This design comes from an exercise in tuning for small area, a short achievable clock period and few clock cycles per item on the open sky130 flow, not from production work.
RTL that was checked went through simulation tests only; none was proved equivalent to the original.
No functional check of the RTL was part of run 2.

## flow/config.mk

```make
export PLATFORM = sky130hd
export DESIGN_NAME = disk_chs_lba_translate
export DESIGN_NICKNAME = disk_chs_lba_translate
export VERILOG_FILES = /design/flow/design.v
export SDC_FILE = /design/flow/constraint.sdc
export NUM_CORES = 4
export LEC_CHECK = 0
export CAP_MARGIN = 20
export CORE_MARGIN = 2
export CORE_UTILIZATION = 40
export SETUP_SLACK_MARGIN = 3
export SLEW_MARGIN = 20
```

## flow/constraint.sdc

```tcl
create_clock -name core_clock -period 9.0 [get_ports {clk_i}]
set_input_delay 1.8000 -clock core_clock [delete_from_list [all_inputs] [get_ports {clk_i}]]
set_output_delay 1.8000 -clock core_clock [all_outputs]
set_load 0.01 [all_outputs]
```

## flow/design.v

```verilog
module disk_chs_lba_translate (
  input  logic        clk_i,
  input  logic        rst_ni,
  input  logic        in_valid_i,
  output logic        in_ready_o,
  input  logic        in_func_i,
  input  logic [15:0] in_cylinder_i,
  input  logic [7:0]  in_head_i,
  input  logic [7:0]  in_sector_i,
  input  logic [31:0] in_block_i,
  input  logic        in_wide_i,
  output logic        out_valid_o,
  input  logic        out_ready_i,
  output logic [31:0] out_block_o,
  output logic [15:0] out_cylinder_o,
  output logic [7:0]  out_head_o,
  output logic [7:0]  out_sector_o,
  output logic        out_addr_valid_o,
  input  logic        cfg_valid_i,
  output logic        cfg_ready_o,
  input  logic [7:0]  cfg_index_i,
  input  logic [15:0] cfg_value_i
);
  logic [11:0] cyl_cnt_q;
  logic [7:0]  head_cnt_q;
  logic [7:0]  sec_narrow_q;
  logic [7:0]  sec_wide_q;
  logic [15:0] sh_narrow_q;    
  logic [15:0] sh_wide_q;      
  logic        sh_busy_q;
  logic [2:0]  sh_bit_q;
  assign cfg_ready_o = 1'b1;
  always_ff @(posedge clk_i or negedge rst_ni) begin
    if (!rst_ni) begin
      cyl_cnt_q    <= 12'd815;
      head_cnt_q   <= 8'd19;
      sec_narrow_q <= 8'd22;
      sec_wide_q   <= 8'd20;
    end else if (cfg_valid_i) begin
      case (cfg_index_i)
        8'd0: cyl_cnt_q    <= cfg_value_i[11:0];
        8'd1: head_cnt_q   <= cfg_value_i[7:0];
        8'd2: sec_narrow_q <= cfg_value_i[7:0];
        8'd3: sec_wide_q   <= cfg_value_i[7:0];
        default: ;
      endcase
    end
  end
  logic sh_start;
  assign sh_start = cfg_valid_i && (cfg_index_i[7:2] == 6'd0) && (cfg_index_i[1:0] != 2'd0);
  always_ff @(posedge clk_i or negedge rst_ni) begin
    if (!rst_ni) begin
      sh_narrow_q <= 16'd418;
      sh_wide_q   <= 16'd380;
      sh_busy_q   <= 1'b0;
      sh_bit_q    <= 3'd7;
    end else if (sh_start) begin
      sh_narrow_q <= '0;
      sh_wide_q   <= '0;
      sh_busy_q   <= 1'b1;
      sh_bit_q    <= 3'd7;
    end else if (sh_busy_q) begin
      sh_narrow_q <= {sh_narrow_q[14:0], 1'b0}
                   + (head_cnt_q[sh_bit_q] ? {8'd0, sec_narrow_q} : 16'd0);
      sh_wide_q   <= {sh_wide_q[14:0], 1'b0}
                   + (head_cnt_q[sh_bit_q] ? {8'd0, sec_wide_q} : 16'd0);
      sh_bit_q    <= sh_bit_q - 3'd1;
      sh_busy_q   <= sh_bit_q != 3'd0;
    end
  end
  function automatic logic [16:0] div_row16(input logic [15:0] r, input logic b,
                                           input logic [15:0] d);
    logic [16:0] t, dd, g, p, bo, df;
    logic g0_1, p0_1, g0_3, p0_3, g0_5, p0_5, g0_7, p0_7;
    logic g0_9, p0_9, g0_11, p0_11, g0_13, p0_13, g0_15, p0_15;
    logic g1_2, p1_2, g1_3, p1_3, g1_6, p1_6, g1_7, p1_7;
    logic g1_10, p1_10, g1_11, p1_11, g1_14, p1_14, g1_15, p1_15;
    logic g2_4, p2_4, g2_5, p2_5, g2_6, p2_6, g2_7, p2_7;
    logic g2_12, p2_12, g2_13, p2_13, g2_14, p2_14, g2_15, p2_15;
    logic g3_8, p3_8, g3_9, p3_9, g3_10, p3_10, g3_11, p3_11;
    logic g3_12, p3_12, g3_13, p3_13, g3_14, p3_14, g3_15, p3_15;
    logic g4_16, p4_16;
    t  = {r, b};
    dd = {1'b0, d};
    g  = ~t & dd;        
    p  = ~(t ^ dd);      
    g0_1 = g[1] | (p[1] & g[0]);
    p0_1 = p[1] & p[0];
    g0_3 = g[3] | (p[3] & g[2]);
    p0_3 = p[3] & p[2];
    g0_5 = g[5] | (p[5] & g[4]);
    p0_5 = p[5] & p[4];
    g0_7 = g[7] | (p[7] & g[6]);
    p0_7 = p[7] & p[6];
    g0_9 = g[9] | (p[9] & g[8]);
    p0_9 = p[9] & p[8];
    g0_11 = g[11] | (p[11] & g[10]);
    p0_11 = p[11] & p[10];
    g0_13 = g[13] | (p[13] & g[12]);
    p0_13 = p[13] & p[12];
    g0_15 = g[15] | (p[15] & g[14]);
    p0_15 = p[15] & p[14];
    g1_2 = g[2] | (p[2] & g0_1);
    p1_2 = p[2] & p0_1;
    g1_3 = g0_3 | (p0_3 & g0_1);
    p1_3 = p0_3 & p0_1;
    g1_6 = g[6] | (p[6] & g0_5);
    p1_6 = p[6] & p0_5;
    g1_7 = g0_7 | (p0_7 & g0_5);
    p1_7 = p0_7 & p0_5;
    g1_10 = g[10] | (p[10] & g0_9);
    p1_10 = p[10] & p0_9;
    g1_11 = g0_11 | (p0_11 & g0_9);
    p1_11 = p0_11 & p0_9;
    g1_14 = g[14] | (p[14] & g0_13);
    p1_14 = p[14] & p0_13;
    g1_15 = g0_15 | (p0_15 & g0_13);
    p1_15 = p0_15 & p0_13;
    g2_4 = g[4] | (p[4] & g1_3);
    p2_4 = p[4] & p1_3;
    g2_5 = g0_5 | (p0_5 & g1_3);
    p2_5 = p0_5 & p1_3;
    g2_6 = g1_6 | (p1_6 & g1_3);
    p2_6 = p1_6 & p1_3;
    g2_7 = g1_7 | (p1_7 & g1_3);
    p2_7 = p1_7 & p1_3;
    g2_12 = g[12] | (p[12] & g1_11);
    p2_12 = p[12] & p1_11;
    g2_13 = g0_13 | (p0_13 & g1_11);
    p2_13 = p0_13 & p1_11;
    g2_14 = g1_14 | (p1_14 & g1_11);
    p2_14 = p1_14 & p1_11;
    g2_15 = g1_15 | (p1_15 & g1_11);
    p2_15 = p1_15 & p1_11;
    g3_8 = g[8] | (p[8] & g2_7);
    p3_8 = p[8] & p2_7;
    g3_9 = g0_9 | (p0_9 & g2_7);
    p3_9 = p0_9 & p2_7;
    g3_10 = g1_10 | (p1_10 & g2_7);
    p3_10 = p1_10 & p2_7;
    g3_11 = g1_11 | (p1_11 & g2_7);
    p3_11 = p1_11 & p2_7;
    g3_12 = g2_12 | (p2_12 & g2_7);
    p3_12 = p2_12 & p2_7;
    g3_13 = g2_13 | (p2_13 & g2_7);
    p3_13 = p2_13 & p2_7;
    g3_14 = g2_14 | (p2_14 & g2_7);
    p3_14 = p2_14 & p2_7;
    g3_15 = g2_15 | (p2_15 & g2_7);
    p3_15 = p2_15 & p2_7;
    g4_16 = g[16] | (p[16] & g3_15);
    p4_16 = p[16] & p3_15;
    bo[0] = g[0];
    bo[1] = g0_1;
    bo[2] = g1_2;
    bo[3] = g1_3;
    bo[4] = g2_4;
    bo[5] = g2_5;
    bo[6] = g2_6;
    bo[7] = g2_7;
    bo[8] = g3_8;
    bo[9] = g3_9;
    bo[10] = g3_10;
    bo[11] = g3_11;
    bo[12] = g3_12;
    bo[13] = g3_13;
    bo[14] = g3_14;
    bo[15] = g3_15;
    bo[16] = g4_16;
    df[0] = t[0] ^ dd[0];
    for (int i = 1; i <= 16; i++) df[i] = t[i] ^ dd[i] ^ bo[i-1];
    div_row16 = bo[16] ? {1'b0, t[15:0]} : {1'b1, df[15:0]};
  endfunction
  function automatic logic [8:0] div_row8(input logic [7:0] r, input logic b,
                                           input logic [7:0] d);
    logic [8:0] t, dd, g, p, bo, df;
    logic g0_1, p0_1, g0_3, p0_3, g0_5, p0_5, g0_7, p0_7;
    logic g1_2, p1_2, g1_3, p1_3, g1_6, p1_6, g1_7, p1_7;
    logic g2_4, p2_4, g2_5, p2_5, g2_6, p2_6, g2_7, p2_7;
    logic g3_8, p3_8;
    t  = {r, b};
    dd = {1'b0, d};
    g  = ~t & dd;        
    p  = ~(t ^ dd);      
    g0_1 = g[1] | (p[1] & g[0]);
    p0_1 = p[1] & p[0];
    g0_3 = g[3] | (p[3] & g[2]);
    p0_3 = p[3] & p[2];
    g0_5 = g[5] | (p[5] & g[4]);
    p0_5 = p[5] & p[4];
    g0_7 = g[7] | (p[7] & g[6]);
    p0_7 = p[7] & p[6];
    g1_2 = g[2] | (p[2] & g0_1);
    p1_2 = p[2] & p0_1;
    g1_3 = g0_3 | (p0_3 & g0_1);
    p1_3 = p0_3 & p0_1;
    g1_6 = g[6] | (p[6] & g0_5);
    p1_6 = p[6] & p0_5;
    g1_7 = g0_7 | (p0_7 & g0_5);
    p1_7 = p0_7 & p0_5;
    g2_4 = g[4] | (p[4] & g1_3);
    p2_4 = p[4] & p1_3;
    g2_5 = g0_5 | (p0_5 & g1_3);
    p2_5 = p0_5 & p1_3;
    g2_6 = g1_6 | (p1_6 & g1_3);
    p2_6 = p1_6 & p1_3;
    g2_7 = g1_7 | (p1_7 & g1_3);
    p2_7 = p1_7 & p1_3;
    g3_8 = g[8] | (p[8] & g2_7);
    p3_8 = p[8] & p2_7;
    bo[0] = g[0];
    bo[1] = g0_1;
    bo[2] = g1_2;
    bo[3] = g1_3;
    bo[4] = g2_4;
    bo[5] = g2_5;
    bo[6] = g2_6;
    bo[7] = g2_7;
    bo[8] = g3_8;
    df[0] = t[0] ^ dd[0];
    for (int i = 1; i <= 8; i++) df[i] = t[i] ^ dd[i] ^ bo[i-1];
    div_row8 = bo[8] ? {1'b0, t[7:0]} : {1'b1, df[7:0]};
  endfunction
  logic [9:0] vld_q;
  logic       en;
  assign en          = ~vld_q[9] | out_ready_i;
  assign in_ready_o  = en & ~sh_busy_q;
  assign out_valid_o = vld_q[9];
  always_ff @(posedge clk_i or negedge rst_ni) begin
    if (!rst_ni) begin
      vld_q <= '0;
    end else if (en) begin
      vld_q <= {vld_q[8:0], in_valid_i & ~sh_busy_q};
    end
  end
  logic        func_in, wide_in, bad_in;
  logic [27:0] w_in;
  logic [7:0]  s_in;
  logic [15:0] sh_in;
  assign s_in  = in_wide_i ? sec_wide_q : sec_narrow_q;
  assign sh_in = in_wide_i ? sh_wide_q : sh_narrow_q;
  always_comb begin
    func_in = in_func_i;
    wide_in = in_wide_i;
    if (in_func_i) begin
      bad_in = in_block_i[31:12] >= {4'd0, sh_in};
      w_in   = in_block_i[27:0];
    end else begin
      bad_in = !((in_cylinder_i < {4'd0, cyl_cnt_q}) && (in_head_i < head_cnt_q)
                 && (in_sector_i < s_in));
      w_in   = {in_cylinder_i[11:0], in_head_i, in_sector_i};
    end
  end
  logic        func_c0, wide_c0, bad_c0;
  logic [27:0] w_c0;
  always_comb begin
    logic [7:0]  s_k;
    logic [15:0] sh_k;
    logic [27:0] v, f;
    logic [16:0] d16;
    logic [8:0]  d8;
    func_c0 = func_in;
    wide_c0 = wide_in;
    bad_c0  = bad_in;
    s_k  = wide_in ? sec_wide_q : sec_narrow_q;
    sh_k = wide_in ? sh_wide_q : sh_narrow_q;
    v    = w_in;
    f    = '0;
    d16  = '0;
    d8   = '0;
    d16 = div_row16(v[27:12], v[11], sh_k);
    v   = {(d16[16] && func_in) ? d16[15:0] : v[26:11], v[10:0], func_in ? d16[16] : v[27]};
    w_c0 = v;
  end
  logic        func_q0, wide_q0, bad_q0;
  logic [27:0] w_q0;
  always_ff @(posedge clk_i) begin
    if (en) begin
      func_q0 <= func_c0;
      wide_q0 <= wide_c0;
      bad_q0  <= bad_c0;
      w_q0    <= w_c0;
    end
  end
  logic        func_c1, wide_c1, bad_c1;
  logic [27:0] w_c1;
  always_comb begin
    logic [7:0]  s_k;
    logic [15:0] sh_k;
    logic [27:0] v, f;
    logic [16:0] d16;
    logic [8:0]  d8;
    func_c1 = func_q0;
    wide_c1 = wide_q0;
    bad_c1  = bad_q0;
    s_k  = wide_q0 ? sec_wide_q : sec_narrow_q;
    sh_k = wide_q0 ? sh_wide_q : sh_narrow_q;
    v    = w_q0;
    f    = '0;
    d16  = '0;
    d8   = '0;
    d16 = div_row16(v[27:12], v[11], sh_k);
    v   = {(d16[16] && func_q0) ? d16[15:0] : v[26:11], v[10:0], func_q0 ? d16[16] : v[27]};
    d16 = div_row16(v[27:12], v[11], sh_k);
    v   = {(d16[16] && func_q0) ? d16[15:0] : v[26:11], v[10:0], func_q0 ? d16[16] : v[27]};
    if (!func_q0) begin
      f = {w_q0[0], w_q0[27], w_q0[26], w_q0[25], w_q0[24], w_q0[23], w_q0[22], w_q0[21], w_q0[20], w_q0[19], w_q0[18], w_q0[17], w_q0[16], w_q0[15], w_q0[14], w_q0[13], w_q0[12], w_q0[11], w_q0[10], w_q0[9], w_q0[8], w_q0[7], w_q0[6], w_q0[5], w_q0[4], w_q0[3], w_q0[2], w_q0[1]};
      f = {f[27:16], 16'(f[15:8] * s_k) + 16'(f[7:0])};
      v = {f[24], f[23], f[22], f[21], f[20], f[19], f[18], f[17], f[16], f[15], f[14], f[13], f[12], f[11], f[10], f[9], f[8], f[7], f[6], f[5], f[4], f[3], f[2], f[1], f[0], f[27], f[26], f[25]};
    end
    w_c1 = v;
  end
  logic        func_q1, wide_q1, bad_q1;
  logic [27:0] w_q1;
  always_ff @(posedge clk_i) begin
    if (en) begin
      func_q1 <= func_c1;
      wide_q1 <= wide_c1;
      bad_q1  <= bad_c1;
      w_q1    <= w_c1;
    end
  end
  logic        func_c2, wide_c2, bad_c2;
  logic [27:0] w_c2;
  always_comb begin
    logic [7:0]  s_k;
    logic [15:0] sh_k;
    logic [27:0] v, f;
    logic [16:0] d16;
    logic [8:0]  d8;
    func_c2 = func_q1;
    wide_c2 = wide_q1;
    bad_c2  = bad_q1;
    s_k  = wide_q1 ? sec_wide_q : sec_narrow_q;
    sh_k = wide_q1 ? sh_wide_q : sh_narrow_q;
    v    = w_q1;
    f    = '0;
    d16  = '0;
    d8   = '0;
    d16 = div_row16(v[27:12], v[11], sh_k);
    v   = {(d16[16] && func_q1) ? d16[15:0] : v[26:11], v[10:0], func_q1 ? d16[16] : v[27]};
    d16 = div_row16(v[27:12], v[11], sh_k);
    v   = {(d16[16] && func_q1) ? d16[15:0] : v[26:11], v[10:0], func_q1 ? d16[16] : v[27]};
    w_c2 = v;
  end
  logic        func_q2, wide_q2, bad_q2;
  logic [27:0] w_q2;
  always_ff @(posedge clk_i) begin
    if (en) begin
      func_q2 <= func_c2;
      wide_q2 <= wide_c2;
      bad_q2  <= bad_c2;
      w_q2    <= w_c2;
    end
  end
  logic        func_c3, wide_c3, bad_c3;
  logic [27:0] w_c3;
  always_comb begin
    logic [7:0]  s_k;
    logic [15:0] sh_k;
    logic [27:0] v, f;
    logic [16:0] d16;
    logic [8:0]  d8;
    func_c3 = func_q2;
    wide_c3 = wide_q2;
    bad_c3  = bad_q2;
    s_k  = wide_q2 ? sec_wide_q : sec_narrow_q;
    sh_k = wide_q2 ? sh_wide_q : sh_narrow_q;
    v    = w_q2;
    f    = '0;
    d16  = '0;
    d8   = '0;
    d16 = div_row16(v[27:12], v[11], sh_k);
    v   = {(d16[16] && func_q2) ? d16[15:0] : v[26:11], v[10:0], func_q2 ? d16[16] : v[27]};
    d16 = div_row16(v[27:12], v[11], sh_k);
    v   = {(d16[16] && func_q2) ? d16[15:0] : v[26:11], v[10:0], func_q2 ? d16[16] : v[27]};
    if (!func_q2) begin
      f = {w_q2[4], w_q2[3], w_q2[2], w_q2[1], w_q2[0], w_q2[27], w_q2[26], w_q2[25], w_q2[24], w_q2[23], w_q2[22], w_q2[21], w_q2[20], w_q2[19], w_q2[18], w_q2[17], w_q2[16], w_q2[15], w_q2[14], w_q2[13], w_q2[12], w_q2[11], w_q2[10], w_q2[9], w_q2[8], w_q2[7], w_q2[6], w_q2[5]};
      f = {f[27:22], 22'(f[21:16] * sh_k) + 22'(f[15:0])};
      v = {f[20], f[19], f[18], f[17], f[16], f[15], f[14], f[13], f[12], f[11], f[10], f[9], f[8], f[7], f[6], f[5], f[4], f[3], f[2], f[1], f[0], f[27], f[26], f[25], f[24], f[23], f[22], f[21]};
    end
    w_c3 = v;
  end
  logic        func_q3, wide_q3, bad_q3;
  logic [27:0] w_q3;
  always_ff @(posedge clk_i) begin
    if (en) begin
      func_q3 <= func_c3;
      wide_q3 <= wide_c3;
      bad_q3  <= bad_c3;
      w_q3    <= w_c3;
    end
  end
  logic        func_c4, wide_c4, bad_c4;
  logic [27:0] w_c4;
  always_comb begin
    logic [7:0]  s_k;
    logic [15:0] sh_k;
    logic [27:0] v, f;
    logic [16:0] d16;
    logic [8:0]  d8;
    func_c4 = func_q3;
    wide_c4 = wide_q3;
    bad_c4  = bad_q3;
    s_k  = wide_q3 ? sec_wide_q : sec_narrow_q;
    sh_k = wide_q3 ? sh_wide_q : sh_narrow_q;
    v    = w_q3;
    f    = '0;
    d16  = '0;
    d8   = '0;
    d16 = div_row16(v[27:12], v[11], sh_k);
    v   = {(d16[16] && func_q3) ? d16[15:0] : v[26:11], v[10:0], func_q3 ? d16[16] : v[27]};
    d16 = div_row16(v[27:12], v[11], sh_k);
    v   = {(d16[16] && func_q3) ? d16[15:0] : v[26:11], v[10:0], func_q3 ? d16[16] : v[27]};
    w_c4 = v;
  end
  logic        func_q4, wide_q4, bad_q4;
  logic [27:0] w_q4;
  always_ff @(posedge clk_i) begin
    if (en) begin
      func_q4 <= func_c4;
      wide_q4 <= wide_c4;
      bad_q4  <= bad_c4;
      w_q4    <= w_c4;
    end
  end
  logic        func_c5, wide_c5, bad_c5;
  logic [27:0] w_c5;
  always_comb begin
    logic [7:0]  s_k;
    logic [15:0] sh_k;
    logic [27:0] v, f;
    logic [16:0] d16;
    logic [8:0]  d8;
    func_c5 = func_q4;
    wide_c5 = wide_q4;
    bad_c5  = bad_q4;
    s_k  = wide_q4 ? sec_wide_q : sec_narrow_q;
    sh_k = wide_q4 ? sh_wide_q : sh_narrow_q;
    v    = w_q4;
    f    = '0;
    d16  = '0;
    d8   = '0;
    d16 = div_row16(v[27:12], v[11], sh_k);
    v   = {(d16[16] && func_q4) ? d16[15:0] : v[26:11], v[10:0], func_q4 ? d16[16] : v[27]};
    d16 = div_row16(v[27:12], v[11], sh_k);
    v   = {(d16[16] && func_q4) ? d16[15:0] : v[26:11], v[10:0], func_q4 ? d16[16] : v[27]};
    if (!func_q4) begin
      f = {w_q4[8], w_q4[7], w_q4[6], w_q4[5], w_q4[4], w_q4[3], w_q4[2], w_q4[1], w_q4[0], w_q4[27], w_q4[26], w_q4[25], w_q4[24], w_q4[23], w_q4[22], w_q4[21], w_q4[20], w_q4[19], w_q4[18], w_q4[17], w_q4[16], w_q4[15], w_q4[14], w_q4[13], w_q4[12], w_q4[11], w_q4[10], w_q4[9]};
      f = 28'({f[27:22], 6'd0} * sh_k) + 28'(f[21:0]);
      v = {f[16], f[15], f[14], f[13], f[12], f[11], f[10], f[9], f[8], f[7], f[6], f[5], f[4], f[3], f[2], f[1], f[0], f[27], f[26], f[25], f[24], f[23], f[22], f[21], f[20], f[19], f[18], f[17]};
    end
    w_c5 = v;
  end
  logic        func_q5, wide_q5, bad_q5;
  logic [27:0] w_q5;
  always_ff @(posedge clk_i) begin
    if (en) begin
      func_q5 <= func_c5;
      wide_q5 <= wide_c5;
      bad_q5  <= bad_c5;
      w_q5    <= w_c5;
    end
  end
  logic        func_c6, wide_c6, bad_c6;
  logic [27:0] w_c6;
  always_comb begin
    logic [7:0]  s_k;
    logic [15:0] sh_k;
    logic [27:0] v, f;
    logic [16:0] d16;
    logic [8:0]  d8;
    func_c6 = func_q5;
    wide_c6 = wide_q5;
    bad_c6  = bad_q5;
    s_k  = wide_q5 ? sec_wide_q : sec_narrow_q;
    sh_k = wide_q5 ? sh_wide_q : sh_narrow_q;
    v    = w_q5;
    f    = '0;
    d16  = '0;
    d8   = '0;
    d16 = div_row16(v[27:12], v[11], sh_k);
    v   = {(d16[16] && func_q5) ? d16[15:0] : v[26:11], v[10:0], func_q5 ? d16[16] : v[27]};
    bad_c6 = bad_q5 | (func_q5 && !(v[11:0] < cyl_cnt_q));
    v   = {v[11:0], v[27:12]};
    d8  = div_row8(v[15:8], v[7], s_k);
    v   = {v[27:16], (d8[8] && func_q5) ? d8[7:0] : v[14:7], v[6:0], func_q5 ? d8[8] : v[15]};
    w_c6 = v;
  end
  logic        func_q6, wide_q6, bad_q6;
  logic [27:0] w_q6;
  always_ff @(posedge clk_i) begin
    if (en) begin
      func_q6 <= func_c6;
      wide_q6 <= wide_c6;
      bad_q6  <= bad_c6;
      w_q6    <= w_c6;
    end
  end
  logic        func_c7, wide_c7, bad_c7;
  logic [27:0] w_c7;
  always_comb begin
    logic [7:0]  s_k;
    logic [15:0] sh_k;
    logic [27:0] v, f;
    logic [16:0] d16;
    logic [8:0]  d8;
    func_c7 = func_q6;
    wide_c7 = wide_q6;
    bad_c7  = bad_q6;
    s_k  = wide_q6 ? sec_wide_q : sec_narrow_q;
    sh_k = wide_q6 ? sh_wide_q : sh_narrow_q;
    v    = w_q6;
    f    = '0;
    d16  = '0;
    d8   = '0;
    d8  = div_row8(v[15:8], v[7], s_k);
    v   = {v[27:16], (d8[8] && func_q6) ? d8[7:0] : v[14:7], v[6:0], func_q6 ? d8[8] : v[15]};
    d8  = div_row8(v[15:8], v[7], s_k);
    v   = {v[27:16], (d8[8] && func_q6) ? d8[7:0] : v[14:7], v[6:0], func_q6 ? d8[8] : v[15]};
    w_c7 = v;
  end
  logic        func_q7, wide_q7, bad_q7;
  logic [27:0] w_q7;
  always_ff @(posedge clk_i) begin
    if (en) begin
      func_q7 <= func_c7;
      wide_q7 <= wide_c7;
      bad_q7  <= bad_c7;
      w_q7    <= w_c7;
    end
  end
  logic        func_c8, wide_c8, bad_c8;
  logic [27:0] w_c8;
  always_comb begin
    logic [7:0]  s_k;
    logic [15:0] sh_k;
    logic [27:0] v, f;
    logic [16:0] d16;
    logic [8:0]  d8;
    func_c8 = func_q7;
    wide_c8 = wide_q7;
    bad_c8  = bad_q7;
    s_k  = wide_q7 ? sec_wide_q : sec_narrow_q;
    sh_k = wide_q7 ? sh_wide_q : sh_narrow_q;
    v    = w_q7;
    f    = '0;
    d16  = '0;
    d8   = '0;
    d8  = div_row8(v[15:8], v[7], s_k);
    v   = {v[27:16], (d8[8] && func_q7) ? d8[7:0] : v[14:7], v[6:0], func_q7 ? d8[8] : v[15]};
    d8  = div_row8(v[15:8], v[7], s_k);
    v   = {v[27:16], (d8[8] && func_q7) ? d8[7:0] : v[14:7], v[6:0], func_q7 ? d8[8] : v[15]};
    w_c8 = v;
  end
  logic        func_q8, wide_q8, bad_q8;
  logic [27:0] w_q8;
  always_ff @(posedge clk_i) begin
    if (en) begin
      func_q8 <= func_c8;
      wide_q8 <= wide_c8;
      bad_q8  <= bad_c8;
      w_q8    <= w_c8;
    end
  end
  logic        func_c9, wide_c9, bad_c9;
  logic [27:0] w_c9;
  always_comb begin
    logic [7:0]  s_k;
    logic [15:0] sh_k;
    logic [27:0] v, f;
    logic [16:0] d16;
    logic [8:0]  d8;
    func_c9 = func_q8;
    wide_c9 = wide_q8;
    bad_c9  = bad_q8;
    s_k  = wide_q8 ? sec_wide_q : sec_narrow_q;
    sh_k = wide_q8 ? sh_wide_q : sh_narrow_q;
    v    = w_q8;
    f    = '0;
    d16  = '0;
    d8   = '0;
    d8  = div_row8(v[15:8], v[7], s_k);
    v   = {v[27:16], (d8[8] && func_q8) ? d8[7:0] : v[14:7], v[6:0], func_q8 ? d8[8] : v[15]};
    d8  = div_row8(v[15:8], v[7], s_k);
    v   = {v[27:16], (d8[8] && func_q8) ? d8[7:0] : v[14:7], v[6:0], func_q8 ? d8[8] : v[15]};
    w_c9 = v;
  end
  logic        func_q9, wide_q9, bad_q9;
  logic [27:0] w_q9;
  always_ff @(posedge clk_i) begin
    if (en) begin
      func_q9 <= func_c9;
      wide_q9 <= wide_c9;
      bad_q9  <= bad_c9;
      w_q9    <= w_c9;
    end
  end
  logic        func_e, wide_e, bad_e;
  logic [27:0] w_e;
  always_comb begin
    logic [7:0]  s_k;
    logic [15:0] sh_k;
    logic [27:0] v, f;
    logic [16:0] d16;
    logic [8:0]  d8;
    func_e = func_q9;
    wide_e = wide_q9;
    bad_e  = bad_q9;
    s_k  = wide_q9 ? sec_wide_q : sec_narrow_q;
    sh_k = wide_q9 ? sh_wide_q : sh_narrow_q;
    v    = w_q9;
    f    = '0;
    d16  = '0;
    d8   = '0;
    d8  = div_row8(v[15:8], v[7], s_k);
    v   = {v[27:16], (d8[8] && func_q9) ? d8[7:0] : v[14:7], v[6:0], func_q9 ? d8[8] : v[15]};
    w_e = v;
  end
  logic        ok_e;
  logic [27:0] blk_e;
  assign ok_e  = !bad_e;
  assign blk_e = {w_e[27], w_e[26], w_e[25], w_e[24], w_e[23], w_e[22], w_e[21], w_e[20], w_e[19], w_e[18], w_e[17], w_e[16], w_e[7], w_e[6], w_e[5], w_e[4], w_e[3], w_e[2], w_e[1], w_e[0], w_e[15], w_e[14], w_e[13], w_e[12], w_e[11], w_e[10], w_e[9], w_e[8]};
  always_comb begin
    out_block_o    = '0;
    out_cylinder_o = '0;
    out_head_o     = '0;
    out_sector_o   = '0;
    if (!func_e) begin
      out_block_o = ok_e ? {4'd0, blk_e} : '1;
    end else if (ok_e) begin
      out_cylinder_o = {4'd0, w_e[27:16]};
      out_head_o     = w_e[7:0];
      out_sector_o   = w_e[15:8];
    end else begin
      out_cylinder_o = '1;
      out_head_o     = '1;
      out_sector_o   = '1;
    end
  end
  assign out_addr_valid_o = ok_e;
endmodule
```

## flow/run.sh

```bash
#!/bin/bash
# synth_recipe.tcl (not shown) runs the flow's synth.tcl, then flattens the netlist and writes it again
# the make line also repeats each setting of config.mk as NAME=value (left out here)
make -C /OpenROAD-flow-scripts/flow DESIGN_CONFIG=/design/flow/config.mk WORK_HOME=/design/flow/orfs CLKGATE_MAP_FILE= SYNTH_SCRIPT=/design/flow/synth_recipe.tcl finish
```

==> results of run 1 <==
how the worst min path moves through the flow:
stage | start | endpoint | depth (start not counted)
2_1_floorplan | bad_q0 | bad_q1 | 0
3_3_place_gp | w_q7[24] | w_q8[24] | 0
3_5_place_dp | bad_q0 | bad_q1 | 0
4_1_cts | w_q3[0] | w_q4[2] | 0
5_1_grt | w_q6[0] | w_q7[2] | 0
6_report | w_q3[0] | w_q4[2] | 0
area by class of cell:
cell class	instances	area, sq um
clock inverters	21	236
clock buffers	63	1250
flip-flops and latches	392	11400
multi-input cells	2941	26900
fillers	9191	52000
repair buffers	344	3170
well taps	1287	1610
inverters	512	1930
registers in the layout, indices dropped and copies added (netlist names), 12 cells and up:
| signal | cells |
|---|---|
| w_q9 | 28 |
| cyl_cnt_q | 12 |
| w_q4 | 28 |
| w_q6 | 28 |
| w_q7 | 28 |
| w_q0 | 28 |
| w_q1 | 28 |
| sh_wide_q | 16 |
| w_q5 | 28 |
| sh_narrow_q | 16 |
| w_q2 | 28 |
| w_q8 | 28 |
| w_q3 | 28 |
worst register-to-register path, cell delays in order, from the launching register on:
cell,delay [ps]
dfstp_4,760
mux2_4,290
ha_1,290
o21a_1,220
o31ai_2,280
nand4b_1,220
o221ai_4,140
o21ai_4,180
a21oi_4,100
mux2_4,340
fa_2,360
a211oi_2,250
o21bai_2,110
a2111oi_4,430
o221ai_2,180
o31a_1,340
a41o_4,250
o211ai_4,310
buf_6,170
mux2_2,320
a21oi_1,190
cell families after synthesis:
kind of cell | Yosys count | share of synthesized area [%]
AO/OA/AOI/OAI | 729 | 12.3
XOR/XNOR | 216 | 4.75
AND/OR/NAND/NOR | 896 | 10.9
multiplexers | 417 | 11.2
flip-flops | 392 | 28.6
buffers and inverters | 654 | 6.37
other | 1 | 0.00941
adder cells (fa/ha/maj) | 678 | 25.9
repair_timing:
action / CTS / global route
pin swaps: 24 / 74
hold buffers: 0 / 0
setup buffers: 54 / 84
cloned: 4 / 2
endpoints found under the setup margin: 113 / 123
gates resized for setup: 107 / 144
synthesized netlist by cell type (all sizes together) (82+ instances only):
master and count:
xor2 82, fa 246, o21ai 166, mux2i 196, a21oi 200, ha 432, inv 512, nand2 247
nor2 251, xnor2 134, clkbuf 101, nor2b 117, mux2 219, edfxtp 310
metal layers:
metal	vias to the layer above	global-route usage (%)	wire length [microns]
met1	14519	29.2	50000
met3	176	2.39	5220
met4	2	6.36	3360
met5	-	0	11
li1	14340	-	-
met2	700	34.2	49800
per-stage QoR:
stage	std cells	hold WS, ps	cell area (sq um)
final	5560	400	46500
after global routing	5560	419	46500
after CTS	5474	405	45300
after detailed placement	5332	405	42800
after global placement	5332	400	42800
after floorplan	3983	400	39900
==> Implementation_results.wiki, run 1 <==
{| class="wikitable"
! Metric !! Value
|-
| Area growth from synthesis to final layout || 16.7%
|-
| Post-route setup TNS || 0 ps
|-
| Chip Height || 320 microns
|-
| Path type of the worst setup path || register to register
|-
| Share of the yosys chip area belonging to registers || 28.6%
|-
| Crit path from || sh_wide_q[6]
|-
| Final design utilization || 47.2%
|-
| Most instantiated flip-flop cell in the synthesis netlist || edfxtp_1
|-
| Post-synthesis register bit count || about 390
|-
| Final count of negative-setup-slack endpoints || 0
|-
| Commonest non-fill, non-tap cell in the layout || inv_1
|-
| Clock sink total || between 300 and 400
|-
| Yosys top cell area share || 23.3%
|-
| YS warnings || 1
|-
| Most used cell along the critical path || mux2_4
|-
| Ordered cell list for the critical path || mux2_4, ha_1, o21a_1, o31ai_2, nand4b_1, o221ai_4, o21ai_4, a21oi_4, mux2_4, fa_2, a211oi_2, o21bai_2, a2111oi_4, o221ai_2, o31a_1, a41o_4, o211ai_4, buf_6, mux2_2, a21oi_1
|-
| Clock buffer count from CTS || 46
|-
| Synth Net Count || between 4k and 5k
|-
| Weighted congestion at the end of routability-driven global placement || 0.873
|-
| Initial core utilization || 40.4%
|-
| Avg Cell Area, Syn || roughly 10 sq um
|-
| Critical path's slowest cell || dfstp_4
|-
| Tcrit/Tclk final || 65.9%
|-
| Highest net fanout along the worst path || 9
|-
| Critical path endpoint category || register
|-
| Share of async-settable or async-resettable flops after synthesis || 20.9%
|-
| Clock tree from TritonCTS || done
|-
| Detailed-route wire length || 108000 microns
|-
| Slack of the worst reg-to-reg path || between 3000 and 4000 ps
|-
| Crit. path cell count || 20
|-
| Tightest Hold Check Type || register to register
|-
| Worst setup timing slack at the placement stage || 1530 ps
|-
| Reg-to-reg endpoint || w_q3[25]
|-
| Via count of the first global-routing pass || between 20k and 30k
|-
| Final-report hold violation count || 0
|-
| I/O pins || 163
|-
| Main area contributors after synthesis || edfxtp_1 23%, ha_1 14%, fa_1 12%
|-
| Worst slew slack as a fraction of its limit || 22.8%
|-
| Run status || no timing/DRC/antenna violations
|-
| Setup slack after layout || 3070 ps
|-
| Post-detailed-route via-to-cell ratio || 5.35
|-
| Clock tree skew after final layout || 27.2 ps
|-
| WP data required || 9420 ps
|-
| DRC violations left || 0
|-
| Ratio of cells with drive above 1 in the final layout || 16.9%
|-
| Fmax || 169 MHz
|-
| Worst path max stage delay || 760 ps
|-
| Number of placement rows || 115
|-
| Shortest clock period the worst path allows after layout || just under 6000 ps
|-
| Clock Root Buffer || clkbuf_16
|-
| Final number of max-transition violations || 0
|-
| Later-pin clock latency in the skew report || 610 ps
|-
| First-pass GRT wire length || 168000 microns
|-
| Tot GR Track Use || 21.0%
|-
| Final net count || 5010
|-
| Top library cells by usage in the layout, fill and taps aside || 508 x inv_1, 422 x ha_1, 310 x edfxtp_1, 247 x nand2_1, 245 x nor2_1
|-
| Remaining antenna violation count || 0
|-
| Vias post-DR || 29.7k
|-
| Slew at the pin closest to its max-slew limit || ~1100 ps
|-
| Detailed placer's ending HPWL || approximately 80000 microns
|-
| Violation count after the first detailed-routing iteration || 1900
|-
| Largest net degree at the start of global routing || 83
|-
| Top delay family on crit path || compound AO/OA/AOI/OAI gates
|-
| Total standard cell area after synthesis || 39900 sq um
|-
| H-tree Lvls || 2
|-
| Startpoint of the most critical register-to-register path || sh_wide_q[6]
|-
| Post-synthesis cell count || 3983
|-
| Yosys top cell by area || edfxtp_1
|-
| Clk pin slew, worst setup/hold paths || approximately 70 ps
|-
| Crit path capture || w_q3[25]
|-
| Die area || 102000 sq um
|-
| Placeable core area || 98600 sq um
|-
| Unrepaired setup endpoints after global routing || yes
|-
| Synth unique cells || 95
|-
| Data arrival time at the worst-slack endpoint || about 6300 ps
|-
| Maximum count of clock buffers along a single path || 3
|-
| Worst reg-to-reg path cell count || 20
|-
| Number of buffers and inverters on the critical path || 1
|-
| Number of buffers added on ports || 157
|-
| Initial antenna violation count || 2
|-
| Kind of launch point of the worst setup path || register
|-
| Die span in x || 320 microns
|-
| Number of synthesized flops with an enable pin || 310
|-
| Average wire length per cell after detail routing || 19.5 microns
|-
| Overflow after GRT || 0
|-
| Diode count || 0
|-
| First-pass detailed-route iteration total || 7
|-
| Count of maximum capacitance violations || 0
|}
Testbench counts, summed over its fixed seeds: cycles 12,126, items 12,000.
==> inputs of run 2 (changes only) <==
--- a/flow/design.v
+++ b/flow/design.v
@@ -70,2 +70,368 @@
   end
+  function automatic logic [15:0] madd_f1(input logic [7:0] acc, input logic [7:0] m,
+                                         input logic [7:0] d);
+    logic [15:0] sm, cy, g, p, acc_x, pp0, pp1, pp2;
+    logic [15:0] pp3, pp4, pp5, pp6, pp7, cs0, cc0, cs1;
+    logic [15:0] cc1, cs2, cc2, cs3, cc3, cs4, cc4, cs5;
+    logic [15:0] cc5, cs6, cc6, g0, g1, g2, g3, p0;
+    logic [15:0] p1, p2, p3;
+    acc_x = 16'(acc);
+    pp0 = m[0] ? (16'(d) << 0) : '0;
+    pp1 = m[1] ? (16'(d) << 1) : '0;
+    pp2 = m[2] ? (16'(d) << 2) : '0;
+    pp3 = m[3] ? (16'(d) << 3) : '0;
+    pp4 = m[4] ? (16'(d) << 4) : '0;
+    pp5 = m[5] ? (16'(d) << 5) : '0;
+    pp6 = m[6] ? (16'(d) << 6) : '0;
+    pp7 = m[7] ? (16'(d) << 7) : '0;
+    cs0 = acc_x ^ pp0 ^ pp1;
+    cc0 = ((acc_x & pp0) | (acc_x & pp1) | (pp0 & pp1)) << 1;
+    cs1 = pp2 ^ pp3 ^ pp4;
+    cc1 = ((pp2 & pp3) | (pp2 & pp4) | (pp3 & pp4)) << 1;
+    cs2 = pp5 ^ pp6 ^ pp7;
+    cc2 = ((pp5 & pp6) | (pp5 & pp7) | (pp6 & pp7)) << 1;
+    cs3 = cs0 ^ cc0 ^ cs1;
+    cc3 = ((cs0 & cc0) | (cs0 & cs1) | (cc0 & cs1)) << 1;
+    cs4 = cc1 ^ cs2 ^ cc2;
+    cc4 = ((cc1 & cs2) | (cc1 & cc2) | (cs2 & cc2)) << 1;
+    cs5 = cs3 ^ cc3 ^ cs4;
+    cc5 = ((cs3 & cc3) | (cs3 & cs4) | (cc3 & cs4)) << 1;
+    cs6 = cs5 ^ cc5 ^ cc4;
+    cc6 = ((cs5 & cc5) | (cs5 & cc4) | (cc5 & cc4)) << 1;
+    sm = cs6;
+    cy = cc6;
+    g = sm & cy;
+    p = sm ^ cy;
+    g0 = g;
+    p0 = p;
+    g0[1] = g[1] | (p[1] & g[0]);
+    p0[1] = p[1] & p[0];
+    g0[3] = g[3] | (p[3] & g[2]);
+    p0[3] = p[3] & p[2];
+    g0[5] = g[5] | (p[5] & g[4]);
+    p0[5] = p[5] & p[4];
+    g0[7] = g[7] | (p[7] & g[6]);
+    p0[7] = p[7] & p[6];
+    g0[9] = g[9] | (p[9] & g[8]);
+    p0[9] = p[9] & p[8];
+    g0[11] = g[11] | (p[11] & g[10]);
+    p0[11] = p[11] & p[10];
+    g0[13] = g[13] | (p[13] & g[12]);
+    p0[13] = p[13] & p[12];
+    g0[15] = g[15] | (p[15] & g[14]);
+    p0[15] = p[15] & p[14];
+    g1 = g0;
+    p1 = p0;
+    g1[2] = g0[2] | (p0[2] & g0[1]);
+    p1[2] = p0[2] & p0[1];
+    g1[3] = g0[3] | (p0[3] & g0[1]);
+    p1[3] = p0[3] & p0[1];
+    g1[6] = g0[6] | (p0[6] & g0[5]);
+    p1[6] = p0[6] & p0[5];
+    g1[7] = g0[7] | (p0[7] & g0[5]);
+    p1[7] = p0[7] & p0[5];
+    g1[10] = g0[10] | (p0[10] & g0[9]);
+    p1[10] = p0[10] & p0[9];
+    g1[11] = g0[11] | (p0[11] & g0[9]);
+    p1[11] = p0[11] & p0[9];
+    g1[14] = g0[14] | (p0[14] & g0[13]);
+    p1[14] = p0[14] & p0[13];
+    g1[15] = g0[15] | (p0[15] & g0[13]);
+    p1[15] = p0[15] & p0[13];
+    g2 = g1;
+    p2 = p1;
+    g2[4] = g1[4] | (p1[4] & g1[3]);
+    p2[4] = p1[4] & p1[3];
+    g2[5] = g1[5] | (p1[5] & g1[3]);
+    p2[5] = p1[5] & p1[3];
+    g2[6] = g1[6] | (p1[6] & g1[3]);
+    p2[6] = p1[6] & p1[3];
+    g2[7] = g1[7] | (p1[7] & g1[3]);
+    p2[7] = p1[7] & p1[3];
+    g2[12] = g1[12] | (p1[12] & g1[11]);
+    p2[12] = p1[12] & p1[11];
+    g2[13] = g1[13] | (p1[13] & g1[11]);
+    p2[13] = p1[13] & p1[11];
+    g2[14] = g1[14] | (p1[14] & g1[11]);
+    p2[14] = p1[14] & p1[11];
+    g2[15] = g1[15] | (p1[15] & g1[11]);
+    p2[15] = p1[15] & p1[11];
+    g3 = g2;
+    p3 = p2;
+    g3[8] = g2[8] | (p2[8] & g2[7]);
+    p3[8] = p2[8] & p2[7];
+    g3[9] = g2[9] | (p2[9] & g2[7]);
+    p3[9] = p2[9] & p2[7];
+    g3[10] = g2[10] | (p2[10] & g2[7]);
+    p3[10] = p2[10] & p2[7];
+    g3[11] = g2[11] | (p2[11] & g2[7]);
+    p3[11] = p2[11] & p2[7];
+    g3[12] = g2[12] | (p2[12] & g2[7]);
+    p3[12] = p2[12] & p2[7];
+    g3[13] = g2[13] | (p2[13] & g2[7]);
+    p3[13] = p2[13] & p2[7];
+    g3[14] = g2[14] | (p2[14] & g2[7]);
+    p3[14] = p2[14] & p2[7];
+    g3[15] = g2[15] | (p2[15] & g2[7]);
+    p3[15] = p2[15] & p2[7];
+    madd_f1 = p ^ {g3[14:0], 1'b0};
+  endfunction
+  function automatic logic [21:0] madd_f2(input logic [15:0] acc, input logic [5:0] m,
+                                         input logic [15:0] d);
+    logic [21:0] sm, cy, g, p, acc_x, pp0, pp1, pp2;
+    logic [21:0] pp3, pp4, pp5, cs0, cc0, cs1, cc1, cs2;
+    logic [21:0] cc2, cs3, cc3, cs4, cc4, g0, g1, g2;
+    logic [21:0] g3, g4, p0, p1, p2, p3, p4;
+    acc_x = 22'(acc);
+    pp0 = m[0] ? (22'(d) << 0) : '0;
+    pp1 = m[1] ? (22'(d) << 1) : '0;
+    pp2 = m[2] ? (22'(d) << 2) : '0;
+    pp3 = m[3] ? (22'(d) << 3) : '0;
+    pp4 = m[4] ? (22'(d) << 4) : '0;
+    pp5 = m[5] ? (22'(d) << 5) : '0;
+    cs0 = acc_x ^ pp0 ^ pp1;
+    cc0 = ((acc_x & pp0) | (acc_x & pp1) | (pp0 & pp1)) << 1;
+    cs1 = pp2 ^ pp3 ^ pp4;
+    cc1 = ((pp2 & pp3) | (pp2 & pp4) | (pp3 & pp4)) << 1;
+    cs2 = cs0 ^ cc0 ^ cs1;
+    cc2 = ((cs0 & cc0) | (cs0 & cs1) | (cc0 & cs1)) << 1;
+    cs3 = cs2 ^ cc2 ^ cc1;
+    cc3 = ((cs2 & cc2) | (cs2 & cc1) | (cc2 & cc1)) << 1;
+    cs4 = cs3 ^ cc3 ^ pp5;
+    cc4 = ((cs3 & cc3) | (cs3 & pp5) | (cc3 & pp5)) << 1;
+    sm = cs4;
+    cy = cc4;
+    g = sm & cy;
+    p = sm ^ cy;
+    g0 = g;
+    p0 = p;
+    g0[1] = g[1] | (p[1] & g[0]);
+    p0[1] = p[1] & p[0];
+    g0[3] = g[3] | (p[3] & g[2]);
+    p0[3] = p[3] & p[2];
+    g0[5] = g[5] | (p[5] & g[4]);
+    p0[5] = p[5] & p[4];
+    g0[7] = g[7] | (p[7] & g[6]);
+    p0[7] = p[7] & p[6];
+    g0[9] = g[9] | (p[9] & g[8]);
+    p0[9] = p[9] & p[8];
+    g0[11] = g[11] | (p[11] & g[10]);
+    p0[11] = p[11] & p[10];
+    g0[13] = g[13] | (p[13] & g[12]);
+    p0[13] = p[13] & p[12];
+    g0[15] = g[15] | (p[15] & g[14]);
+    p0[15] = p[15] & p[14];
+    g0[17] = g[17] | (p[17] & g[16]);
+    p0[17] = p[17] & p[16];
+    g0[19] = g[19] | (p[19] & g[18]);
+    p0[19] = p[19] & p[18];
+    g0[21] = g[21] | (p[21] & g[20]);
+    p0[21] = p[21] & p[20];
+    g1 = g0;
+    p1 = p0;
+    g1[2] = g0[2] | (p0[2] & g0[1]);
+    p1[2] = p0[2] & p0[1];
+    g1[3] = g0[3] | (p0[3] & g0[1]);
+    p1[3] = p0[3] & p0[1];
+    g1[6] = g0[6] | (p0[6] & g0[5]);
+    p1[6] = p0[6] & p0[5];
+    g1[7] = g0[7] | (p0[7] & g0[5]);
+    p1[7] = p0[7] & p0[5];
+    g1[10] = g0[10] | (p0[10] & g0[9]);
+    p1[10] = p0[10] & p0[9];
+    g1[11] = g0[11] | (p0[11] & g0[9]);
+    p1[11] = p0[11] & p0[9];
+    g1[14] = g0[14] | (p0[14] & g0[13]);
+    p1[14] = p0[14] & p0[13];
+    g1[15] = g0[15] | (p0[15] & g0[13]);
+    p1[15] = p0[15] & p0[13];
+    g1[18] = g0[18] | (p0[18] & g0[17]);
+    p1[18] = p0[18] & p0[17];
+    g1[19] = g0[19] | (p0[19] & g0[17]);
+    p1[19] = p0[19] & p0[17];
+    g2 = g1;
+    p2 = p1;
+    g2[4] = g1[4] | (p1[4] & g1[3]);
+    p2[4] = p1[4] & p1[3];
+    g2[5] = g1[5] | (p1[5] & g1[3]);
+    p2[5] = p1[5] & p1[3];
+    g2[6] = g1[6] | (p1[6] & g1[3]);
+    p2[6] = p1[6] & p1[3];
+    g2[7] = g1[7] | (p1[7] & g1[3]);
+    p2[7] = p1[7] & p1[3];
+    g2[12] = g1[12] | (p1[12] & g1[11]);
+    p2[12] = p1[12] & p1[11];
+    g2[13] = g1[13] | (p1[13] & g1[11]);
+    p2[13] = p1[13] & p1[11];
+    g2[14] = g1[14] | (p1[14] & g1[11]);
+    p2[14] = p1[14] & p1[11];
+    g2[15] = g1[15] | (p1[15] & g1[11]);
+    p2[15] = p1[15] & p1[11];
+    g2[20] = g1[20] | (p1[20] & g1[19]);
+    p2[20] = p1[20] & p1[19];
+    g2[21] = g1[21] | (p1[21] & g1[19]);
+    p2[21] = p1[21] & p1[19];
+    g3 = g2;
+    p3 = p2;
+    g3[8] = g2[8] | (p2[8] & g2[7]);
+    p3[8] = p2[8] & p2[7];
+    g3[9] = g2[9] | (p2[9] & g2[7]);
+    p3[9] = p2[9] & p2[7];
+    g3[10] = g2[10] | (p2[10] & g2[7]);
+    p3[10] = p2[10] & p2[7];
+    g3[11] = g2[11] | (p2[11] & g2[7]);
+    p3[11] = p2[11] & p2[7];
+    g3[12] = g2[12] | (p2[12] & g2[7]);
+    p3[12] = p2[12] & p2[7];
+    g3[13] = g2[13] | (p2[13] & g2[7]);
+    p3[13] = p2[13] & p2[7];
+    g3[14] = g2[14] | (p2[14] & g2[7]);
+    p3[14] = p2[14] & p2[7];
+    g3[15] = g2[15] | (p2[15] & g2[7]);
+    p3[15] = p2[15] & p2[7];
+    g4 = g3;
+    p4 = p3;
+    g4[16] = g3[16] | (p3[16] & g3[15]);
+    p4[16] = p3[16] & p3[15];
+    g4[17] = g3[17] | (p3[17] & g3[15]);
+    p4[17] = p3[17] & p3[15];
+    g4[18] = g3[18] | (p3[18] & g3[15]);
+    p4[18] = p3[18] & p3[15];
+    g4[19] = g3[19] | (p3[19] & g3[15]);
+    p4[19] = p3[19] & p3[15];
+    g4[20] = g3[20] | (p3[20] & g3[15]);
+    p4[20] = p3[20] & p3[15];
+    g4[21] = g3[21] | (p3[21] & g3[15]);
+    p4[21] = p3[21] & p3[15];
+    madd_f2 = p ^ {g4[20:0], 1'b0};
+  endfunction
+  function automatic logic [21:0] madd_f3(input logic [15:0] acc, input logic [5:0] m,
+                                         input logic [15:0] d);
+    logic [21:0] sm, cy, g, p, acc_x, pp0, pp1, pp2;
+    logic [21:0] pp3, pp4, pp5, cs0, cc0, cs1, cc1, cs2;
+    logic [21:0] cc2, cs3, cc3, cs4, cc4, g0, g1, g2;
+    logic [21:0] g3, g4, p0, p1, p2, p3, p4;
+    acc_x = 22'(acc);
+    pp0 = m[0] ? (22'(d) << 0) : '0;
+    pp1 = m[1] ? (22'(d) << 1) : '0;
+    pp2 = m[2] ? (22'(d) << 2) : '0;
+    pp3 = m[3] ? (22'(d) << 3) : '0;
+    pp4 = m[4] ? (22'(d) << 4) : '0;
+    pp5 = m[5] ? (22'(d) << 5) : '0;
+    cs0 = acc_x ^ pp0 ^ pp1;
+    cc0 = ((acc_x & pp0) | (acc_x & pp1) | (pp0 & pp1)) << 1;
+    cs1 = pp2 ^ pp3 ^ pp4;
+    cc1 = ((pp2 & pp3) | (pp2 & pp4) | (pp3 & pp4)) << 1;
+    cs2 = cs0 ^ cc0 ^ cs1;
+    cc2 = ((cs0 & cc0) | (cs0 & cs1) | (cc0 & cs1)) << 1;
+    cs3 = cs2 ^ cc2 ^ cc1;
+    cc3 = ((cs2 & cc2) | (cs2 & cc1) | (cc2 & cc1)) << 1;
+    cs4 = cs3 ^ cc3 ^ pp5;
+    cc4 = ((cs3 & cc3) | (cs3 & pp5) | (cc3 & pp5)) << 1;
+    sm = cs4;
+    cy = cc4;
+    g = sm & cy;
+    p = sm ^ cy;
+    g0 = g;
+    p0 = p;
+    g0[1] = g[1] | (p[1] & g[0]);
+    p0[1] = p[1] & p[0];
+    g0[3] = g[3] | (p[3] & g[2]);
+    p0[3] = p[3] & p[2];
+    g0[5] = g[5] | (p[5] & g[4]);
+    p0[5] = p[5] & p[4];
+    g0[7] = g[7] | (p[7] & g[6]);
+    p0[7] = p[7] & p[6];
+    g0[9] = g[9] | (p[9] & g[8]);
+    p0[9] = p[9] & p[8];
+    g0[11] = g[11] | (p[11] & g[10]);
+    p0[11] = p[11] & p[10];
+    g0[13] = g[13] | (p[13] & g[12]);
+    p0[13] = p[13] & p[12];
+    g0[15] = g[15] | (p[15] & g[14]);
+    p0[15] = p[15] & p[14];
+    g0[17] = g[17] | (p[17] & g[16]);
+    p0[17] = p[17] & p[16];
+    g0[19] = g[19] | (p[19] & g[18]);
+    p0[19] = p[19] & p[18];
+    g0[21] = g[21] | (p[21] & g[20]);
+    p0[21] = p[21] & p[20];
+    g1 = g0;
+    p1 = p0;
+    g1[2] = g0[2] | (p0[2] & g0[1]);
+    p1[2] = p0[2] & p0[1];
+    g1[3] = g0[3] | (p0[3] & g0[1]);
+    p1[3] = p0[3] & p0[1];
+    g1[6] = g0[6] | (p0[6] & g0[5]);
+    p1[6] = p0[6] & p0[5];
+    g1[7] = g0[7] | (p0[7] & g0[5]);
+    p1[7] = p0[7] & p0[5];
+    g1[10] = g0[10] | (p0[10] & g0[9]);
+    p1[10] = p0[10] & p0[9];
+    g1[11] = g0[11] | (p0[11] & g0[9]);
+    p1[11] = p0[11] & p0[9];
+    g1[14] = g0[14] | (p0[14] & g0[13]);
+    p1[14] = p0[14] & p0[13];
+    g1[15] = g0[15] | (p0[15] & g0[13]);
+    p1[15] = p0[15] & p0[13];
+    g1[18] = g0[18] | (p0[18] & g0[17]);
+    p1[18] = p0[18] & p0[17];
+    g1[19] = g0[19] | (p0[19] & g0[17]);
+    p1[19] = p0[19] & p0[17];
+    g2 = g1;
+    p2 = p1;
+    g2[4] = g1[4] | (p1[4] & g1[3]);
+    p2[4] = p1[4] & p1[3];
+    g2[5] = g1[5] | (p1[5] & g1[3]);
+    p2[5] = p1[5] & p1[3];
+    g2[6] = g1[6] | (p1[6] & g1[3]);
+    p2[6] = p1[6] & p1[3];
+    g2[7] = g1[7] | (p1[7] & g1[3]);
+    p2[7] = p1[7] & p1[3];
+    g2[12] = g1[12] | (p1[12] & g1[11]);
+    p2[12] = p1[12] & p1[11];
+    g2[13] = g1[13] | (p1[13] & g1[11]);
+    p2[13] = p1[13] & p1[11];
+    g2[14] = g1[14] | (p1[14] & g1[11]);
+    p2[14] = p1[14] & p1[11];
+    g2[15] = g1[15] | (p1[15] & g1[11]);
+    p2[15] = p1[15] & p1[11];
+    g2[20] = g1[20] | (p1[20] & g1[19]);
+    p2[20] = p1[20] & p1[19];
+    g2[21] = g1[21] | (p1[21] & g1[19]);
+    p2[21] = p1[21] & p1[19];
+    g3 = g2;
+    p3 = p2;
+    g3[8] = g2[8] | (p2[8] & g2[7]);
+    p3[8] = p2[8] & p2[7];
+    g3[9] = g2[9] | (p2[9] & g2[7]);
+    p3[9] = p2[9] & p2[7];
+    g3[10] = g2[10] | (p2[10] & g2[7]);
+    p3[10] = p2[10] & p2[7];
+    g3[11] = g2[11] | (p2[11] & g2[7]);
+    p3[11] = p2[11] & p2[7];
+    g3[12] = g2[12] | (p2[12] & g2[7]);
+    p3[12] = p2[12] & p2[7];
+    g3[13] = g2[13] | (p2[13] & g2[7]);
+    p3[13] = p2[13] & p2[7];
+    g3[14] = g2[14] | (p2[14] & g2[7]);
+    p3[14] = p2[14] & p2[7];
+    g3[15] = g2[15] | (p2[15] & g2[7]);
+    p3[15] = p2[15] & p2[7];
+    g4 = g3;
+    p4 = p3;
+    g4[16] = g3[16] | (p3[16] & g3[15]);
+    p4[16] = p3[16] & p3[15];
+    g4[17] = g3[17] | (p3[17] & g3[15]);
+    p4[17] = p3[17] & p3[15];
+    g4[18] = g3[18] | (p3[18] & g3[15]);
+    p4[18] = p3[18] & p3[15];
+    g4[19] = g3[19] | (p3[19] & g3[15]);
+    p4[19] = p3[19] & p3[15];
+    g4[20] = g3[20] | (p3[20] & g3[15]);
+    p4[20] = p3[20] & p3[15];
+    g4[21] = g3[21] | (p3[21] & g3[15]);
+    p4[21] = p3[21] & p3[15];
+    madd_f3 = p ^ {g4[20:0], 1'b0};
+  endfunction
   function automatic logic [16:0] div_row16(input logic [15:0] r, input logic b,
@@ -307,3 +673,3 @@
       f = {w_q0[0], w_q0[27], w_q0[26], w_q0[25], w_q0[24], w_q0[23], w_q0[22], w_q0[21], w_q0[20], w_q0[19], w_q0[18], w_q0[17], w_q0[16], w_q0[15], w_q0[14], w_q0[13], w_q0[12], w_q0[11], w_q0[10], w_q0[9], w_q0[8], w_q0[7], w_q0[6], w_q0[5], w_q0[4], w_q0[3], w_q0[2], w_q0[1]};
-      f = {f[27:16], 16'(f[15:8] * s_k) + 16'(f[7:0])};
+      f = {f[27:16], madd_f1(f[7:0], f[15:8], s_k)};
       v = {f[24], f[23], f[22], f[21], f[20], f[19], f[18], f[17], f[16], f[15], f[14], f[13], f[12], f[11], f[10], f[9], f[8], f[7], f[6], f[5], f[4], f[3], f[2], f[1], f[0], f[27], f[26], f[25]};
@@ -378,3 +744,3 @@
       f = {w_q2[4], w_q2[3], w_q2[2], w_q2[1], w_q2[0], w_q2[27], w_q2[26], w_q2[25], w_q2[24], w_q2[23], w_q2[22], w_q2[21], w_q2[20], w_q2[19], w_q2[18], w_q2[17], w_q2[16], w_q2[15], w_q2[14], w_q2[13], w_q2[12], w_q2[11], w_q2[10], w_q2[9], w_q2[8], w_q2[7], w_q2[6], w_q2[5]};
-      f = {f[27:22], 22'(f[21:16] * sh_k) + 22'(f[15:0])};
+      f = {f[27:22], madd_f2(f[15:0], f[21:16], sh_k)};
       v = {f[20], f[19], f[18], f[17], f[16], f[15], f[14], f[13], f[12], f[11], f[10], f[9], f[8], f[7], f[6], f[5], f[4], f[3], f[2], f[1], f[0], f[27], f[26], f[25], f[24], f[23], f[22], f[21]};
@@ -449,3 +815,3 @@
       f = {w_q4[8], w_q4[7], w_q4[6], w_q4[5], w_q4[4], w_q4[3], w_q4[2], w_q4[1], w_q4[0], w_q4[27], w_q4[26], w_q4[25], w_q4[24], w_q4[23], w_q4[22], w_q4[21], w_q4[20], w_q4[19], w_q4[18], w_q4[17], w_q4[16], w_q4[15], w_q4[14], w_q4[13], w_q4[12], w_q4[11], w_q4[10], w_q4[9]};
-      f = 28'({f[27:22], 6'd0} * sh_k) + 28'(f[21:0]);
+      f = {madd_f3(f[21:6], f[27:22], sh_k), f[5:0]};
       v = {f[16], f[15], f[14], f[13], f[12], f[11], f[10], f[9], f[8], f[7], f[6], f[5], f[4], f[3], f[2], f[1], f[0], f[27], f[26], f[25], f[24], f[23], f[22], f[21], f[20], f[19], f[18], f[17]};
==> Implementation_results.wiki, run 2 <==
{| class="wikitable"
! Metric !! Value
|-
| Later-pin clock latency in the skew report || 610 ps (about the same)
|-
| Post-synthesis register bit count || 392 (unchanged)
|-
| Top library cells by usage in the layout, fill and taps aside || 489 x inv_1, 383 x ha_1, 316 x nor2_1, 310 x edfxtp_1, 265 x fa_1
|-
| Startpoint of the most critical register-to-register path || wide_q3
|-
| H-tree Lvls || 2 (unchanged)
|-
| Post-detailed-route via-to-cell ratio || 5.27 (-1.4%)
|-
| Yosys top cell area share || 24.0% (+0.65 points)
|-
| Clock buffer count from CTS || 46 (unchanged)
|-
| Most used cell along the critical path || a21o_1
|-
| First-pass GRT wire length || 166000 microns (-1.3%)
|-
| Tot GR Track Use || 21.4% (+0.43 points)
|-
| Final net count || 4938 (-1.4%)
|-
| Number of placement rows || 114 (-0.87%)
|-
| Maximum count of clock buffers along a single path || 3 (unchanged)
|-
| Slack of the worst reg-to-reg path || 2900 ps (-170 ps)
|-
| YS warnings || 1 (unchanged)
|-
| Shortest clock period the worst path allows after layout || 6100 ps (+171 ps)
|-
| Total standard cell area after synthesis || 38800 sq um (-2.7%)
|-
| Die span in x || 315 microns (-1.3%)
|-
| WP data required || 9350 ps (-70 ps)
|-
| Setup slack after layout || 2900 ps (-171 ps)
|-
| Initial core utilization || 40.2% (-0.22 points)
|-
| Share of the yosys chip area belonging to registers || 29.4% (+0.79 points)
|-
| Clock Root Buffer || clkbuf_16
|-
| Number of synthesized flops with an enable pin || 310 (unchanged)
|-
| DRC violations left || 0 (unchanged)
|-
| Main area contributors after synthesis || edfxtp_1 24%, fa_1 14%, ha_1 13%
|-
| Detailed-route wire length || 108000 microns (-0.76%)
|-
| Slew at the pin closest to its max-slew limit || 1020 ps (-126 ps)
|-
| Worst slew slack as a fraction of its limit || 31.7% (+9.0 points)
|-
| Clock tree skew after final layout || 33.0 ps (+5.82 ps)
|-
| Most frequently used cell type in the post-synthesis netlist || inv_1
|-
| Post-route setup TNS || 0 ps (unchanged)
|-
| Placeable core area || 96400 sq um (-2.2%)
|-
| Worst setup timing slack at the placement stage || 1370 ps (-164 ps)
|-
| Critical path's slowest cell || edfxtp_1
|-
| Share of async-settable or async-resettable flops after synthesis || 20.9% (unchanged)
|-
| Final count of negative-setup-slack endpoints || 0 (unchanged)
|-
| Post-Place Cells || 5208 (-2.3%)
|-
| Detailed placer's ending HPWL || 79700 microns (-0.40%)
|-
| Die area || 99500 sq um (-2.7%)
|-
| First-pass detailed-route iteration total || 6 (-1)
|-
| Fmax || 164 MHz (-2.8%)
|-
| Most instantiated flip-flop cell in the synthesis netlist || edfxtp_1
|-
| Non-Filler Instances || 5493 (-1.2%)
|-
| Number of hold-repair buffers added at the cts stage || 0 (unchanged)
|-
| Overflow after GRT || 0 (unchanged)
|-
| Violation count after the first detailed-routing iteration || 1712 (-9.9%)
|-
| Final number of max-transition violations || 0 (unchanged)
|-
| Clock sink total || 392 (unchanged)
|-
| Count of maximum capacitance violations || 0 (unchanged)
|-
| Synth unique cells || 89 (-6.3%)
|-
| Tightest Hold Check Type || register to register
|-
| Weighted congestion at the end of routability-driven global placement || 0.876 (+0.40%)
|-
| Clock tree from TritonCTS || done
|-
| Remaining antenna violation count || 0 (unchanged)
|-
| Path type of the worst setup path || register to register
|-
| Chip Height || 315 microns (-1.3%)
|-
| Clk pin slew, worst setup/hold paths || 60 ps (about the same)
|-
| Average wire length per cell after detail routing || 19.6 microns (+0.45%)
|-
| Number of fill cells in the layout || 8989 (-2.2%)
|-
| Worst path max stage delay || 480 ps (-280 ps)
|-
| Min Hold Slack || 410 ps (+10.1 ps)
|-
| Tcrit/Tclk final || 67.8% (+1.9 points)
|-
| Beginning of the worst hold path || w_q3[9]
|-
| Area growth from synthesis to final layout || 19.0%
|-
| Final-report hold violation count || 0 (unchanged)
|-
| I/O pins || 163 (unchanged)
|-
| Largest net degree at the start of global routing || 78 (-6.0%)
|-
| Unrepaired setup endpoints after global routing || yes
|-
| Top post-synthesis cells by count || 498 x inv_1, 392 x ha_1, 322 x nor2_1, 310 x edfxtp_1, 273 x fa_1
|-
| Synth Net Count || 4631 (-2.6%)
|-
| Ratio of cells with drive above 1 in the final layout || 18.1% (+1.2 points)
|-
| Commonest non-fill, non-tap cell in the layout || inv_1
|-
| Yosys top cell by area || edfxtp_1
|-
| Run status || no timing/DRC/antenna violations
|-
| Initial antenna violation count || 1 (-1)
|-
| Vias post-DR || 29.0k (-2.6%)
|-
| Number of buffers added on ports || 157 (unchanged)
|-
| Data arrival time at the worst-slack endpoint || 6450 ps (+110 ps)
|-
| Via count of the first global-routing pass || 28.7k (-2.4%)
|-
| Kind of launch point of the worst setup path || register
|-
| Avg Cell Area, Syn || 10.0 sq um (+0.11%)
|-
| Critical path endpoint category || register
|-
| Crit path from || wide_q3
|-
| Highest net fanout along the worst path || 7 (-2)
|-
| Post-synthesis cell count || 3871 (-2.8%)
|}
-- run 2: cell count changes in the layout (fill, tap and decap cells not counted), sizes merged, moves of 27 or more --
cell and delta:
fa +27, xnor2 -33, o21ai -58, ha -40
nor2 +71, a21oi +37, buf +46
-- run 2: timing repair --
action / in CTS / in global routing
cloned: 7 / 6
setup endpoints to repair: 113 / 141
endpoints found under the hold margin: 0 / 0
buffers inserted: 78 / 107
gates resized for setup: 120 / 172
pin swaps: 32 / 84
-- run 2: through the flow --
stage	util, %	instance area (sq um)
finish	47.9	46200
detailed placement	43.4	41800
global placement	43.4	41800
floorplan	-	39000
CTS	46.3	44600
global route	47.9	46200
-- run 2: layer usage --
metal  global-route usage [%]  vias to the layer above  part of all wire (%)  wire, microns
met1                     29.6                    14266                    45          48800
met5                        0                        -                     0              0
met4                     5.61                        0                   2.6           2780
li1                         -                    13901                     -              -
met3                     2.03                      141                   4.7           5000
met2                     35.9                      653                    47          50900
-- run 2: kinds of logic (layout without fill, tap and decap cells) --
kind of cell    Yosys count  in the layout  share of synthesized area [%]
buf+inv                 646            982                           6.38
other cells               1              2                        0.00967
compound gates          645            648                           10.5
fa+ha+maj               668            668                           26.8
xor+xnor                201            201                           4.54
simple gates            914            920                           11.1
mux                     404            404                           11.2
flops                   392            392                           29.4
-- run 2: area by class of cell --
type	count	area, sq um	share of cell area (%)
clock inverter	15	155	0.336
multi-input combinational	2842	26100	56.5
tap	1276	1600	3.46
inverter	508	1910	4.14
clock buffer	71	1450	3.13
sequential	392	11400	24.8
timing repair buffer	388	3510	7.61
antenna	1	2.50	0.00542
-- run 2: worst max-delay path, delay by kind of cell (launching register included) --
kind | cells | cell delay (ps)
AND/OR/NAND/NOR | 4 | 940
adder cells (fa/ha/maj) | 2 | 520
flip-flops | 1 | 480
buffers and inverters | 5 | 580
multiplexers | 2 | 570
AO/OA/AOI/OAI | 15 | 2770
-- run 2: final timing paths --
path	cells after the start	endpoint
worst max-delay path	28	w_q4[25]
min in group asynchronous	1	cyl_cnt_q[11]
worst max register to register	28	w_q4[25]
worst min register to register	0	w_q4[11]
worst min-delay path	0	w_q4[11]
max in group asynchronous	2	sh_busy_q

## static timing again, ports no longer ideal
The results above use ideal ports. As a check the final layouts listed here were re-extracted and re-timed, cells and wires unchanged. Step 1, drivers: a clkbuf_16 drives clk_i and a buf_2 each remaining input, both assumed. Step 2 moves the port delays by t, midway between the first and last clock arrival at a register: inputs arrive t later, outputs are due t later. That takes back most of the time a late clock gives input paths. a / b / c = ideal ports / drivers / drivers and shift; a / b = the first two.
run	t (ns)	slack for setup (ns)	latest minus earliest clock arrival (ns)
run 1	0.659	3.072 / 3.067 / 2.620	0.027 / 0.027
run 2	0.658	2.900 / 2.900 / 2.702	0.034 / 0.034
After both steps every run listed still meets setup and hold. For run 1, which loses most, drivers alone change the setup slack by -0.005 ns; drivers and shift together by -0.452 ns.
